Context: an optimization exercise on an open-source flow, tuned for small area. The choices shown serve that exercise and are no tape-out recipe.
Function was checked by simulation only, so behaviour that the tests miss may differ from the original.
Power figures rest on the tool's default switching activity, not on a simulated workload.

==> v36 <==
==> flow/design.v <==
package cah_pkg;
    localparam int CFG_W    = 15;
    localparam int HEAD_W   = 17;
    localparam int HEAD_PAD = 24;
endpackage
module cah_rca #(
    parameter int W = 8
) (
    input  logic [W-1:0] i_a,
    input  logic [W-1:0] i_b,
    input  logic         i_c,
    output logic [W-1:0] o_s,
    output logic         o_c
);
    logic [W:0] c;
    assign c[0] = i_c;
    for (genvar k = 0; k < W; k++) begin : g_bit
        assign o_s[k]   = i_a[k] ^ i_b[k] ^ c[k];
        assign c[k + 1] = (i_a[k] & i_b[k]) | (c[k] & (i_a[k] ^ i_b[k]));
    end
    assign o_c = c[W];
endmodule
module compass_calibrate_and_heading (
    input  logic        i_clk,
    input  logic        i_rst_n,
    input  logic        i_cfg_wen,
    input  logic        i_cfg_idx,
    input  logic [14:0] i_cfg_wdata,
    input  logic        s_axis_tvalid,
    output logic        s_axis_tready,
    input  logic [31:0] s_axis_tdata,
    input  logic [1:0]  s_axis_tuser,
    output logic        m_axis_tvalid,
    input  logic        m_axis_tready,
    output logic [23:0] m_axis_tdata
);
    localparam logic [2:0] S_IDLE = 3'd1;
    localparam logic [2:0] S_WID  = 3'd2;
    localparam logic [2:0] S_HX   = 3'd3;
    localparam logic [2:0] S_XF   = 3'd4;
    localparam logic [2:0] S_HY   = 3'd5;
    localparam logic [2:0] S_COR  = 3'd6;
    localparam logic [2:0] S_POST = 3'd7;
    localparam logic [27:0] ZI_POS  = 28'd2048;
    localparam logic [27:0] ZI_NEG  = 28'd47187968;
    localparam logic [27:0] ZI_ZERO = 28'd242254243;
    localparam logic [27:0] FULL    = 28'd94371840;
    localparam logic [511:0] ATAN_BITS = 512'h000001ca000003950000072900000e5300001ca60000394c000072970000e52f0001ca5b000394a8000728de000e4e2b001c80040038251d006a429d00b40000;
    logic [2:0]         r_st;
    logic [5:0]         r_j;
    logic [3:0]         r_i;
    logic               r_calib, r_dflt, r_mval;
    logic signed [15:0] r_minx, r_maxx, r_miny, r_maxy;
    logic [14:0]        r_decl, r_off;
    logic [44:0]        r_x, r_y;
    logic [27:0]        r_z;
    logic [15:0]        r_rem;
    logic               r_sf;     
    logic               r_sx;     
    logic               r_zx;     
    logic               r_seen, r_c0, r_c1, r_c2;
    logic               r_q, r_nb;
    logic signed [15:0] s_x, s_y;
    assign s_x = s_axis_tdata[15:0];
    assign s_y = s_axis_tdata[31:16];
    wire st_idle = (r_st == S_IDLE);
    wire st_wid  = (r_st == S_WID);
    wire st_hx   = (r_st == S_HX);
    wire st_xf   = (r_st == S_XF);
    wire st_hy   = (r_st == S_HY);
    wire st_cor  = (r_st == S_COR);
    wire st_post = (r_st == S_POST);
    wire j_last45 = (r_j == 6'd44);
    logic [5:0] j_inc;
    logic [3:0] i_inc;
    logic       j_co, i_co;
    cah_rca #(.W(6)) u_jinc (
        .i_a(r_j), .i_b(6'd0), .i_c(1'b1), .o_s(j_inc), .o_c(j_co));
    cah_rca #(.W(4)) u_iinc (
        .i_a(r_i), .i_b(4'd0), .i_c(1'b1), .o_s(i_inc), .o_c(i_co));
    wire j_last29 = (r_j == 6'd28);
    wire axis = st_wid | st_hy;
    logic signed [15:0] s_a, min_a, max_a;
    assign s_a   = axis ? s_y    : s_x;
    assign min_a = axis ? r_miny : r_minx;
    assign max_a = axis ? r_maxy : r_maxx;
    logic [16:0] e, dif, gtd;
    logic [15:0] span;
    logic        gt_co, unused_co0, unused_co1, unused_co2;
    cah_rca #(.W(17)) u_e (
        .i_a({s_a[15], s_a}), .i_b(~{min_a[15], min_a}), .i_c(1'b1),
        .o_s(e), .o_c(unused_co0));
    cah_rca #(.W(16)) u_span (
        .i_a(max_a), .i_b(~min_a), .i_c(1'b1), .o_s(span), .o_c(unused_co1));
    cah_rca #(.W(17)) u_dif (
        .i_a(e), .i_b(~{2'b0, span[15:1]}), .i_c(1'b1), .o_s(dif), .o_c(unused_co2));
    cah_rca #(.W(17)) u_gt (
        .i_a({max_a[15], max_a}), .i_b(~{s_a[15], s_a}), .i_c(1'b1), .o_s(gtd), .o_c(gt_co));
    wire dneg = r_z[16];
    wire dz   = (r_z[16:0] == 17'd0);
    wire in_v     = s_axis_tvalid & st_idle;
    wire k_sample = (s_axis_tuser == 2'd0);
    wire k_start  = (s_axis_tuser == 2'd1);
    wire k_finish = (s_axis_tuser == 2'd2);
    wire do_start = in_v & k_start;
    wire do_fin   = in_v & k_finish;
    wire widen    = (in_v & k_sample & r_calib) | st_wid;
    wire go_head  = in_v & k_sample & !r_calib & !r_mval;
    wire done     = st_post & j_last29;
    assign s_axis_tready = (st_idle & !k_sample) | st_wid | done;
    wire fin_dflt = do_fin & r_dflt;
    wire wlt = widen & e[16];
    wire wgt = widen & gtd[16];
    always_ff @(posedge i_clk) begin
        if (!i_rst_n) begin
            r_calib <= 1'b0;
            r_dflt  <= 1'b1;
            r_minx  <= -16'sd512;
            r_maxx  <= 16'sd512;
            r_miny  <= -16'sd512;
            r_maxy  <= 16'sd512;
        end else begin
            if (do_start) r_calib <= 1'b1;
            if (do_fin)   r_calib <= 1'b0;
            if (do_start | do_fin) r_dflt <= 1'b0;
            if (fin_dflt) begin
                r_minx <= '0; r_maxx <= '0; r_miny <= '0; r_maxy <= '0;
            end
            if (do_start | (wlt & !axis)) r_minx <= s_x;
            if (do_start | (wgt & !axis)) r_maxx <= s_x;
            if (do_start | (wlt & axis))  r_miny <= s_y;
            if (do_start | (wgt & axis))  r_maxy <= s_y;
        end
    end
    always_ff @(posedge i_clk) begin
        if (!i_rst_n) begin
            r_decl <= 15'sd704;
            r_off  <= 15'sd2240;
        end else if (i_cfg_wen) begin
            if (i_cfg_idx) r_off  <= i_cfg_wdata;
            else           r_decl <= i_cfg_wdata;
        end
    end
    always_ff @(posedge i_clk) begin
        if (!i_rst_n) begin
            r_st   <= S_IDLE;
            r_j    <= '0;
            r_i    <= '0;
            r_mval <= 1'b0;
        end else begin
            r_j <= j_inc;
            if (done) r_mval <= 1'b1;
            else if (m_axis_tready) r_mval <= 1'b0;
            case (r_st)
                S_IDLE: begin
                    r_j <= '0;
                    if (in_v & k_sample & r_calib) r_st <= S_WID;
                    if (go_head) r_st <= S_HX;
                end
                S_WID: r_st <= S_IDLE;
                S_HX:  if (j_last45) begin r_st <= S_XF; r_j <= '0; end
                S_XF:  if (j_last45) begin r_st <= S_HY; r_j <= '0; end
                S_HY:  if (j_last45) begin r_st <= S_COR; r_j <= '0; r_i <= '0; end
                S_COR: if (j_last45) begin
                    r_j <= '0;
                    r_i <= i_inc;
                    if (r_i == 4'd15) r_st <= S_POST;
                end
                default: if (j_last29) r_st <= S_IDLE;
            endcase
        end
    end
    wire dstart = (r_j == 6'd17);
    logic nb_next;
    always_comb begin
        nb_next = (r_j == 6'd16);
        if (r_j >= 6'd28 && r_j <= 6'd42) nb_next = span[6'd43 - r_j];
    end
    wire [16:0] rsh  = {dstart ? 16'd0 : r_rem, r_nb};
    logic [16:0] rdif;
    logic        rco;
    cah_rca #(.W(17)) u_div (
        .i_a(rsh), .i_b(~{1'b0, span}), .i_c(1'b1), .o_s(rdif), .o_c(rco));
    wire        q    = (r_j >= 6'd17) & (r_j <= 6'd43) & rco;
    wire [15:0] addend = r_q ? (r_z[15:0] ^ {16{dneg}}) : 16'd0;
    logic [44:0] horner;
    logic [16:0] hc;
    assign hc[0] = 1'b0;
    for (genvar k = 0; k < 16; k++) begin : g_horner
        wire a_k = (k == 0) ? (r_q & dneg) : r_y[(k == 0) ? 0 : k - 1];
        assign horner[k] = a_k ^ addend[k] ^ hc[k];
        assign hc[k + 1] = (a_k & addend[k]) | (hc[k] & (a_k ^ addend[k]));
    end
    logic [29:0] ic;     
    logic [8:0]  bc;     
    assign bc[0] = hc[16];
    for (genvar b = 0; b < 8; b++) begin : g_blk
        localparam int LO = 16 + 4 * b;
        localparam int HI = (LO + 3 > 44) ? 44 : LO + 3;
        assign ic[LO - 16] = bc[b];
        for (genvar k = LO; k <= HI; k++) begin : g_inc
            assign horner[k] = r_y[k - 1] ^ ic[k - 16];
            if (k < HI) begin : g_c
                assign ic[k - 15] = ic[k - 16] & r_y[k - 1];
            end
        end
        assign bc[b + 1] = bc[b] & (&r_y[HI - 1:LO - 1]);
    end
    always_ff @(posedge i_clk) begin
        r_rem <= q ? rdif[15:0] : rsh[15:0];
    end
    wire pass0 = (r_i == 4'd0);
    wire d     = !r_sf;                        
    logic [5:0] ji;
    logic       ji_co;
    cah_rca #(.W(6)) u_ji (
        .i_a(r_j), .i_b({2'b0, r_i}), .i_c(1'b0), .o_s(ji), .o_c(ji_co));
    wire inr   = !(ji_co | (ji[5] & (ji[4] | (ji[3] & ji[2] & (ji[1] | ji[0])))));
    wire first = (r_j == 6'd0);
    wire ytrue = r_y[0] ^ (pass0 & r_sf & r_seen & !first);
    wire xs    = inr & r_x[r_i];
    wire ys    = pass0 ? ytrue : (inr ? r_y[r_i] : r_sf);
    wire cxi   = first ? !d : r_c0;
    wire cyi   = first ? d  : r_c1;
    wire czi   = first ? !d : r_c2;
    wire xo    = r_x[0];
    wire ya    = d ? ys : !ys;
    wire xa    = d ? !xs : xs;
    wire xn    = xo ^ ya ^ cxi;
    wire yn    = ytrue ^ xa ^ cyi;
    wire [27:0] zi = r_zx ? ZI_ZERO : (r_sx ? ZI_NEG : ZI_POS);
    wire zop   = pass0 ? zi[r_j[4:0]] : r_z[0];
    wire tb    = d ^ !ATAN_BITS[{r_i, r_j[4:0]}];
    wire zn    = zop ^ tb ^ czi;
    wire pfirst = (r_j == 6'd0);
    wire padd   = (r_j >= 6'd12);
    wire pstart = (r_j == 6'd12);
    wire fb     = r_sx & FULL[r_j[4:0]];
    wire wci    = pfirst ? 1'b0 : r_c0;
    wire wb     = r_z[0] ^ fb ^ wci;
    wire wco    = (r_z[0] & fb) | (r_z[0] & wci) | (fb & wci);
    wire ab     = padd & (r_j <= 6'd26) & wb;
    logic [3:0] kidx;
    always_comb begin
        kidx = 4'd14;
        if (r_j <= 6'd26) kidx = 4'(r_j - 6'd12);
    end
    wire db  = padd & r_decl[kidx];
    wire ob  = padd & r_off[kidx];
    wire c1i = pstart ? 1'b0 : r_c1;
    wire c2i = pstart ? 1'b0 : r_c2;
    wire s1  = ab ^ db ^ c1i;
    wire hb  = s1 ^ ob ^ c2i;
    always_ff @(posedge i_clk) begin
        if (st_hx | st_hy) begin
            r_y <= horner;
        end else begin
            r_y <= {yn, r_y[44:1]};
        end
        r_x <= {st_xf ? r_y[0] : (st_hy ? r_x[0] : xn), r_x[44:1]};
        if (st_cor & (r_j < 6'd28)) begin
            r_z <= {zn, r_z[27:1]};
        end else if ((st_hx | st_hy) & first) begin
            r_z[16:0] <= dif;
        end else if (st_post) begin
            r_z <= {hb, r_z[27:1]};
        end
        if (st_post) begin
            r_c0 <= wco;
            r_c1 <= (ab & db) | (ab & c1i) | (db & c1i);
            r_c2 <= (s1 & ob) | (s1 & c2i) | (ob & c2i);
        end else begin
            r_c0 <= (xo & ya) | (xo & cxi) | (ya & cxi);
            r_c1 <= (ytrue & xa) | (ytrue & cyi) | (xa & cyi);
            r_c2 <= (zop & tb) | (zop & czi) | (tb & czi);
        end
        r_seen <= (r_seen & !first) | r_y[0];
        r_q    <= (st_hx | st_hy) & q;
        r_nb   <= nb_next;
        if (st_hx & !first) begin
            r_sx <= dneg;
            r_zx <= dz;
        end
        if (st_hy & j_last45) begin
            r_sf <= (r_sx ^ dneg) & !dz;
            r_zx <= r_zx & dz;
        end
        if (st_cor & j_last45) r_sf <= yn;
        if (st_cor & (r_i == 4'd15) & (r_j == 6'd27)) r_sx <= zn;
    end
    assign m_axis_tvalid = r_mval;
    assign m_axis_tdata  = {7'd0, r_z[27:11]};
endmodule
==> flow/run.sh <==
#!/bin/bash
# synth_recipe.tcl (not shown) runs the flow's synth.tcl, then flattens the netlist and writes it again
# the make line also repeats each setting of config.mk as NAME=value (left out here)
make -C /OpenROAD-flow-scripts/flow DESIGN_CONFIG=/design/flow/config.mk WORK_HOME=/design/flow/orfs CLKGATE_MAP_FILE= SYNTH_SCRIPT=/design/flow/synth_recipe.tcl finish
==> flow/config.mk <==
export PLATFORM = sky130hd
export DESIGN_NAME = compass_calibrate_and_heading
export DESIGN_NICKNAME = compass_calibrate_and_heading
export VERILOG_FILES = /design/flow/design.v
export SDC_FILE = /design/flow/constraint.sdc
export NUM_CORES = 4
export LEC_CHECK = 0
export CAP_MARGIN = 20
export CORE_MARGIN = 2
export CORE_UTILIZATION = 40
export SLEW_MARGIN = 20
==> flow/constraint.sdc <==
create_clock -name core_clock -period 12.0 [get_ports {i_clk}]
set_input_delay 2.4000 -clock core_clock [delete_from_list [all_inputs] [get_ports {i_clk}]]
set_output_delay 2.4000 -clock core_clock [all_outputs]
set_load 0.01 [all_outputs]
==> v28: changes against v36 <==
--- a/flow/design.v
+++ b/flow/design.v
@@ -48,5 +48,5 @@
     localparam logic [511:0] ATAN_BITS = 512'h000001ca000003950000072900000e5300001ca60000394c000072970000e52f0001ca5b000394a8000728de000e4e2b001c80040038251d006a429d00b40000;
     logic [2:0]         r_st;
-    logic [5:0]         r_j;
+    logic [6:0]         r_j;
     logic [3:0]         r_i;
     logic               r_calib, r_dflt, r_mval;
@@ -55,10 +55,9 @@
     logic [44:0]        r_x, r_y;
     logic [27:0]        r_z;
-    logic [15:0]        r_rem;
     logic               r_sf;     
     logic               r_sx;     
     logic               r_zx;     
     logic               r_seen, r_c0, r_c1, r_c2;
-    logic               r_q, r_nb;
+    logic               r_nb;     
     logic signed [15:0] s_x, s_y;
     assign s_x = s_axis_tdata[15:0];
@@ -71,13 +70,18 @@
     wire st_cor  = (r_st == S_COR);
     wire st_post = (r_st == S_POST);
-    wire j_last45 = (r_j == 6'd44);
-    logic [5:0] j_inc;
+    wire st_h    = st_hx | st_hy;
+    wire first    = (r_j == 7'd0);
+    wire j_last45 = (r_j == 7'd44);
+    wire j_last54 = (r_j == 7'd53);
+    wire j_last81 = (r_j == 7'd80);
+    wire j_last29 = (r_j == 7'd28);
+    wire h_div    = (r_j <= 7'd26);
+    logic [6:0] j_inc;
     logic [3:0] i_inc;
     logic       j_co, i_co;
-    cah_rca #(.W(6)) u_jinc (
-        .i_a(r_j), .i_b(6'd0), .i_c(1'b1), .o_s(j_inc), .o_c(j_co));
+    cah_rca #(.W(7)) u_jinc (
+        .i_a(r_j), .i_b(7'd0), .i_c(1'b1), .o_s(j_inc), .o_c(j_co));
     cah_rca #(.W(4)) u_iinc (
         .i_a(r_i), .i_b(4'd0), .i_c(1'b1), .o_s(i_inc), .o_c(i_co));
-    wire j_last29 = (r_j == 6'd28);
     wire axis = st_wid | st_hy;
     logic signed [15:0] s_a, min_a, max_a;
@@ -109,5 +113,4 @@
     wire done     = st_post & j_last29;
     assign s_axis_tready = (st_idle & !k_sample) | st_wid | done;
-    wire fin_dflt = do_fin & r_dflt;
     wire wlt = widen & e[16];
     wire wgt = widen & gtd[16];
@@ -124,5 +127,5 @@
             if (do_fin)   r_calib <= 1'b0;
             if (do_start | do_fin) r_dflt <= 1'b0;
-            if (fin_dflt) begin
+            if (do_fin & r_dflt) begin
                 r_minx <= '0; r_maxx <= '0; r_miny <= '0; r_maxy <= '0;
             end
@@ -159,7 +162,7 @@
                 end
                 S_WID: r_st <= S_IDLE;
-                S_HX:  if (j_last45) begin r_st <= S_XF; r_j <= '0; end
-                S_XF:  if (j_last45) begin r_st <= S_HY; r_j <= '0; end
-                S_HY:  if (j_last45) begin r_st <= S_COR; r_j <= '0; r_i <= '0; end
+                S_HX:  if (j_last54) begin r_st <= S_XF; r_j <= '0; end
+                S_XF:  if (j_last81) begin r_st <= S_HY; r_j <= '0; end
+                S_HY:  if (j_last54) begin r_st <= S_COR; r_j <= '0; r_i <= '0; end
                 S_COR: if (j_last45) begin
                     r_j <= '0;
@@ -171,43 +174,25 @@
         end
     end
-    wire dstart = (r_j == 6'd17);
     logic nb_next;
     always_comb begin
-        nb_next = (r_j == 6'd16);
-        if (r_j >= 6'd28 && r_j <= 6'd42) nb_next = span[6'd43 - r_j];
-    end
-    wire [16:0] rsh  = {dstart ? 16'd0 : r_rem, r_nb};
+        nb_next = !st_h;
+        if (st_h && r_j >= 7'd11 && r_j <= 7'd25) nb_next = span[5'(7'd26 - r_j)];
+    end
+    wire [16:0] rsh = {first ? 16'd0 : r_y[44:29], r_nb};
     logic [16:0] rdif;
     logic        rco;
     cah_rca #(.W(17)) u_div (
         .i_a(rsh), .i_b(~{1'b0, span}), .i_c(1'b1), .o_s(rdif), .o_c(rco));
-    wire        q    = (r_j >= 6'd17) & (r_j <= 6'd43) & rco;
-    wire [15:0] addend = r_q ? (r_z[15:0] ^ {16{dneg}}) : 16'd0;
-    logic [44:0] horner;
-    logic [16:0] hc;
-    assign hc[0] = 1'b0;
-    for (genvar k = 0; k < 16; k++) begin : g_horner
-        wire a_k = (k == 0) ? (r_q & dneg) : r_y[(k == 0) ? 0 : k - 1];
-        assign horner[k] = a_k ^ addend[k] ^ hc[k];
-        assign hc[k + 1] = (a_k & addend[k]) | (hc[k] & (a_k ^ addend[k]));
-    end
-    logic [29:0] ic;     
-    logic [8:0]  bc;     
-    assign bc[0] = hc[16];
-    for (genvar b = 0; b < 8; b++) begin : g_blk
-        localparam int LO = 16 + 4 * b;
-        localparam int HI = (LO + 3 > 44) ? 44 : LO + 3;
-        assign ic[LO - 16] = bc[b];
-        for (genvar k = LO; k <= HI; k++) begin : g_inc
-            assign horner[k] = r_y[k - 1] ^ ic[k - 16];
-            if (k < HI) begin : g_c
-                assign ic[k - 15] = ic[k - 16] & r_y[k - 1];
-            end
-        end
-        assign bc[b + 1] = bc[b] & (&r_y[HI - 1:LO - 1]);
-    end
-    always_ff @(posedge i_clk) begin
-        r_rem <= q ? rdif[15:0] : rsh[15:0];
-    end
+    wire        q     = rco;
+    wire [15:0] rem_n = (r_j == 7'd26) ? 16'd0 : (rco ? rdif[15:0] : rsh[15:0]);
+    always_ff @(posedge i_clk) begin
+        r_nb  <= nb_next;
+    end
+    wire        g      = r_y[0];
+    wire [15:0] addend = g ? (r_z[15:0] ^ {16{dneg}}) : 16'd0;
+    logic [17:0] msum;
+    logic        m_co;
+    cah_rca #(.W(18)) u_mul (
+        .i_a(r_y[44:27]), .i_b({2'b0, addend}), .i_c(g & dneg), .o_s(msum), .o_c(m_co));
     wire pass0 = (r_i == 4'd0);
     wire d     = !r_sf;                        
@@ -215,7 +200,6 @@
     logic       ji_co;
     cah_rca #(.W(6)) u_ji (
-        .i_a(r_j), .i_b({2'b0, r_i}), .i_c(1'b0), .o_s(ji), .o_c(ji_co));
+        .i_a(r_j[5:0]), .i_b({2'b0, r_i}), .i_c(1'b0), .o_s(ji), .o_c(ji_co));
     wire inr   = !(ji_co | (ji[5] & (ji[4] | (ji[3] & ji[2] & (ji[1] | ji[0])))));
-    wire first = (r_j == 6'd0);
     wire ytrue = r_y[0] ^ (pass0 & r_sf & r_seen & !first);
     wire xs    = inr & r_x[r_i];
@@ -233,16 +217,15 @@
     wire tb    = d ^ !ATAN_BITS[{r_i, r_j[4:0]}];
     wire zn    = zop ^ tb ^ czi;
-    wire pfirst = (r_j == 6'd0);
-    wire padd   = (r_j >= 6'd12);
-    wire pstart = (r_j == 6'd12);
+    wire padd   = (r_j >= 7'd12);
+    wire pstart = (r_j == 7'd12);
     wire fb     = r_sx & FULL[r_j[4:0]];
-    wire wci    = pfirst ? 1'b0 : r_c0;
+    wire wci    = first ? 1'b0 : r_c0;
     wire wb     = r_z[0] ^ fb ^ wci;
     wire wco    = (r_z[0] & fb) | (r_z[0] & wci) | (fb & wci);
-    wire ab     = padd & (r_j <= 6'd26) & wb;
+    wire ab     = padd & (r_j <= 7'd26) & wb;
     logic [3:0] kidx;
     always_comb begin
         kidx = 4'd14;
-        if (r_j <= 6'd26) kidx = 4'(r_j - 6'd12);
+        if (r_j <= 7'd26) kidx = 4'(r_j - 7'd12);
     end
     wire db  = padd & r_decl[kidx];
@@ -253,13 +236,15 @@
     wire hb  = s1 ^ ob ^ c2i;
     always_ff @(posedge i_clk) begin
-        if (st_hx | st_hy) begin
-            r_y <= horner;
-        end else begin
-            r_y <= {yn, r_y[44:1]};
+        if (st_h & h_div) begin
+            r_y <= {rem_n, 2'd0, r_y[25:0], q};
+        end else if (st_h) begin
+            r_y <= {1'b0, msum, r_y[26:1]};
+        end else begin
+            r_y <= {st_xf ? r_y[0] : yn, r_y[44:1]};
         end
         r_x <= {st_xf ? r_y[0] : (st_hy ? r_x[0] : xn), r_x[44:1]};
-        if (st_cor & (r_j < 6'd28)) begin
+        if (st_cor & (r_j < 7'd28)) begin
             r_z <= {zn, r_z[27:1]};
-        end else if ((st_hx | st_hy) & first) begin
+        end else if (st_h & first) begin
             r_z[16:0] <= dif;
         end else if (st_post) begin
@@ -276,16 +261,14 @@
         end
         r_seen <= (r_seen & !first) | r_y[0];
-        r_q    <= (st_hx | st_hy) & q;
-        r_nb   <= nb_next;
         if (st_hx & !first) begin
             r_sx <= dneg;
             r_zx <= dz;
         end
-        if (st_hy & j_last45) begin
+        if (st_hy & j_last54) begin
             r_sf <= (r_sx ^ dneg) & !dz;
             r_zx <= r_zx & dz;
         end
         if (st_cor & j_last45) r_sf <= yn;
-        if (st_cor & (r_i == 4'd15) & (r_j == 6'd27)) r_sx <= zn;
+        if (st_cor & (r_i == 4'd15) & (r_j == 7'd27)) r_sx <= zn;
     end
     assign m_axis_tvalid = r_mval;
==> flow/flow/run.sh (new file) <==
#!/bin/bash
# The standard layout (standard.sh) with two changes, both passed as ORFS variables:
#  - port buffers use the smallest buffer, sky130_fd_sc_hd__buf_1, instead of
#    ORFS's default pick; every input and output port still gets one
#  - clock tree synthesis clusters up to 20 sinks within 100 um per leaf
#    buffer and inserts no dummy loads
# make's full output goes to standard_flow.log here; each tool also keeps its
# own logs under orfs/logs.
set -euo pipefail
export BUFFER_PORTS_ARGS="-buffer_cell sky130_fd_sc_hd__buf_1"
export CTS_ARGS="-sink_clustering_enable -repair_clock_nets -sink_clustering_size 20 -sink_clustering_max_diameter 100 -dont_use_dummy_load"
bash standard.sh > standard_flow.log 2>&1
==> flow/standard.sh (new file) <==
#!/bin/bash
# synth_recipe.tcl (not shown) runs the flow's synth.tcl, then flattens the netlist and writes it again
# the make line also repeats each setting of config.mk as NAME=value (left out here)
make -C /OpenROAD-flow-scripts/flow DESIGN_CONFIG=/design/flow/config.mk WORK_HOME=/design/flow/orfs CLKGATE_MAP_FILE= SYNTH_SCRIPT=/design/flow/synth_recipe.tcl "${@:-finish}"
CORE_UTILIZATION = 70   (was 40)
removed: flow/run.sh
==> summary.txt <==
                                                                                              v28                     v36
Slew margin rel.                                                                            0.275                   0.301
Synthesized instance count                                                                  1,443                   1,489
Routed wl met2                                                                          15,600 um               15,200 um
Crit path largest cell delay                                                              0.81 ns                 0.49 ns
Power density of the placed cells                                                     206 nW/um^2             188 nW/um^2
Total number of multi-input combinational cells                                             1,011                   1,016
Clock-cell share                                                                           0.0260                  0.0572
Max VDD drop                                                                           0.000159 V              0.000122 V
Maximum number of pins on one net before global-route repair                                   59                      69
Well-Tap Cells                                                                                265                     461
Area of the core                                                                      19,500 um^2             35,500 um^2
Vias per Instance                                                                            6.12                    5.19
Routability cong.                                                                           0.874                   0.852
Post-route insts no fill                                                                    1,701                   1,993
Total half-perimeter wirelength after legalization and detailed placement               23,100 um               24,400 um
Final period utilization                                                                    0.901                   0.871
Maximum clock frequency                                                                0.0925 GHz              0.0956 GHz
Post-Syn Area                                                                         13,900 um^2             14,400 um^2
Max FO, Critical Path                                                                          19                      17
Worst setup path category                                                  flip-flop to flip-flop  input pin to flip-flop
Outcome                                                          no timing/DRC/antenna violations  no timing/DRC/antenna violations

[separate check: timing with driven ports]
No port has a modelled driver above. Below, the same layouts with a new extraction and two added sets of constraints. Step 1: set_driving_cell puts a clkbuf_16 on i_clk and a buf_2 on each other input, an assumption about the parent block. Step 2 also shifts input and output timing later by t, the mid clock arrival at the registers, as if the neighbouring blocks saw the same clock. a / b / c = no drivers / after step 1 / after step 2; a / b = the first two.
run | t (ns) | setup WS [ns] | hold WS [ns]
v36 | 0.604 | 1.544 / 1.576 / 0.972 | 0.325 / 0.325 / 0.325
v28 | 0.526 | 1.185 / 1.185 / 1.185 | 0.319 / 0.319 / 0.319
After both steps setup and hold are still met in every run listed. The setup slack of v36, which loses most, moves by +0.032 ns with the drivers and by -0.572 ns with both steps.
